This is an optimization exercise on Yosys and OpenROAD, whose aim is small area, not a production implementation.
The RTL was checked by simulation tests, not by an equivalence proof against the original design.

==> 07-23: inputs <==
## io_memory_bridge
module io_memory_bridge (
    input  logic                             clock,
    input  logic                             reset,
    input  logic [iomem_pkg::ADDR_W-1:0]     wb_adr_i,
    input  logic [3:0]                       wb_sel_i,
    input  logic                             wb_we_i,
    input  logic                             wb_cyc_i,
    input  logic                             wb_stb_i,
    input  logic [iomem_pkg::DATA_W-1:0]     wb_dat_i,
    output logic                             wb_ack_o,
    output logic [iomem_pkg::DATA_W-1:0]     wb_dat_o,
    output logic [iomem_pkg::ADDR_W-1:0]     mem_addr_o,
    output logic [iomem_pkg::DATA_W-1:0]     mem_data_o,
    output logic [iomem_pkg::NUM_BANKS-1:0]  mem_we_o,
    output logic                             mem_gl_en_o,
    input  logic [iomem_pkg::DATA_W-1:0]     mem_rdata_i,
    input  logic [iomem_pkg::HALF_W-1:0]     arq_n_i,
    output logic [iomem_pkg::HALF_W-1:0]     tx_len_o,
    output logic [iomem_pkg::HALF_W-1:0]     total_packets_o
);
    logic        stb;
    logic [31:0] dat;
    logic        hdr_sel;
    logic        len_w;
    logic        n_w;
    logic        gl_sel;
    logic        adr_hi0;
    logic        adr_hdr;
    logic [2:0]  cnt_inc;
    logic [2:0]  cnt;
    logic [13:0] len_words;
    logic [4:0]  bank;
    logic        local_bank;
    logic [15:0] total;
    logic [29:0] offset;
    logic        off_hi;
    logic [31:0] tx_ptr;
    logic        use_sum;
    logic        txf;
    logic [15:0] tx_len;
    logic [7:0]  mul_a;
    logic        off_en;
    logic [29:0] off_nv;
    logic        tx_len_w;
    logic [13:0] len_words_d;
    logic [4:0]  bank_d;
    logic [15:0] total_d;
    logic [29:0] offset_d;
    logic [15:0] tx_len_d;
    logic [4:0]  bank_dec;
    logic        in_range;
    logic [31:0] rom;
    assign stb = wb_cyc_i & wb_stb_i;
    assign dat = wb_dat_i & {{8{wb_sel_i[3]}}, {8{wb_sel_i[2]}},
                             {8{wb_sel_i[1]}}, {8{wb_sel_i[0]}}};
    assign adr_hi0 = (wb_adr_i[31:5] == 27'd0);
    assign adr_hdr = adr_hi0 & ~(wb_adr_i[4] & wb_adr_i[3]);
    assign hdr_sel = stb & wb_we_i & adr_hdr;
    assign len_w   = stb & wb_we_i & adr_hi0 & (wb_adr_i[4:0] == 5'd16);
    assign n_w     = stb & wb_we_i & adr_hi0 & (wb_adr_i[4:0] == 5'd20);
  ...
clock: 7.5 ns
lec_check: 0
cap_margin: 20
core_margin: 2
core_utilization: 40
gpl_timing_driven: 0
place_density: 0.8
slew_margin: 20
synth_hierarchical: 1
standard.sh (not shown) runs the stock make flow with config.mk's settings and CLKGATE_MAP_FILE= SYNTH_SCRIPT=/design/flow/synth_recipe.tcl, a recipe that flattens the netlist after the stock synthesis.
==> flow/flow/run.sh <==
#!/bin/bash
# The standard layout, with the port buffers made from the smallest buffer
# cell and a clock tree without dummy loads. ORFS writes each step's log
# under orfs/logs; make's own output goes to make.log.
set -euo pipefail
bash standard.sh "BUFFER_PORTS_ARGS=-buffer_cell sky130_fd_sc_hd__buf_1" \
    "CTS_ARGS=-sink_clustering_enable -repair_clock_nets -dont_use_dummy_load -root_buf sky130_fd_sc_hd__clkbuf_8 -buf_list sky130_fd_sc_hd__clkbuf_4" \
    finish > make.log 2>&1
==> 06-04: changes against 07-23 <==
Settings changed: GPL_TIMING_DRIVEN 0 to 1.
==> metrics.cfg <==
[status]
status=complete, no violations

[critical_path]
worstPathArrival_ps=5580
reg2reg_slack_ps=1390
max_stage_delay_ps=420
worstPathMaxFanout=6

[placement]
io_buffers=255
dpl-instance-area_um2=12220

[route]
vias=9616
first_iter_violations=644
wl_met1_um=13390
wl_um=32440

[grt]
antenna_found_initial=0

[power_and_ir_drop]
clockPowerShare_pct=27.8

-- figures above: 06-04

==> metrics.cfg <==
[power_and_ir_drop]
seqPwrFrac_pct=55.0
clockPowerShare_pct=26.7

[critical_path]
worstPathMaxFanout=10
reg2reg_slack_ps=1170
worstPathArrival_ps=5700
max_stage_delay_ps=410

[die]
core_um2=26880

[placement]
dpl-instance-area_um2=12400
io_buffers=254

[route]
wl_um=32750
wl_met1_um=12810

[status]
status=complete, no violations

[clock_network]
clk_latency_ps=420

[grt]
antenna_found_initial=1

-- figures above: 07-23

what the ideal ports hide:
No port has a modelled driver above. Below, the same layouts with a new extraction and two added sets of constraints.
Step 1 (the two cells are an assumption about what drives the block):
set clk [get_ports {clock}]
set_driving_cell -lib_cell sky130_fd_sc_hd__clkbuf_16 $clk
set_driving_cell -lib_cell sky130_fd_sc_hd__buf_2 [delete_from_list [all_inputs] $clk]
Step 2 adds t to the input delays and takes it off the output delays; t is the mean of the earliest and latest rising clock arrival at the registers after step 1. Input paths then give back, and output paths get back, about the clock's delay inside the block.
Slacks: ideal / step 1 / step 2; pairs: ideal / step 1.
| run | shift t [ns] | setup slack, ns | worst slew at a driven data input, ns | cell pins on the clock port's net |
|---|---|---|---|---|
| 07-23 | 0.451 | 0.297 / 0.272 / -0.055 | 0.07 | 1 |
| 06-04 | 0.457 | 0.418 / 0.378 / 0.087 | 0.07 | 1 |
Met with ideal ports but missed after step 2: setup timing in 07-23. The setup slack of 07-23, which loses most, moves by -0.025 ns with the drivers and by -0.352 ns with both steps.
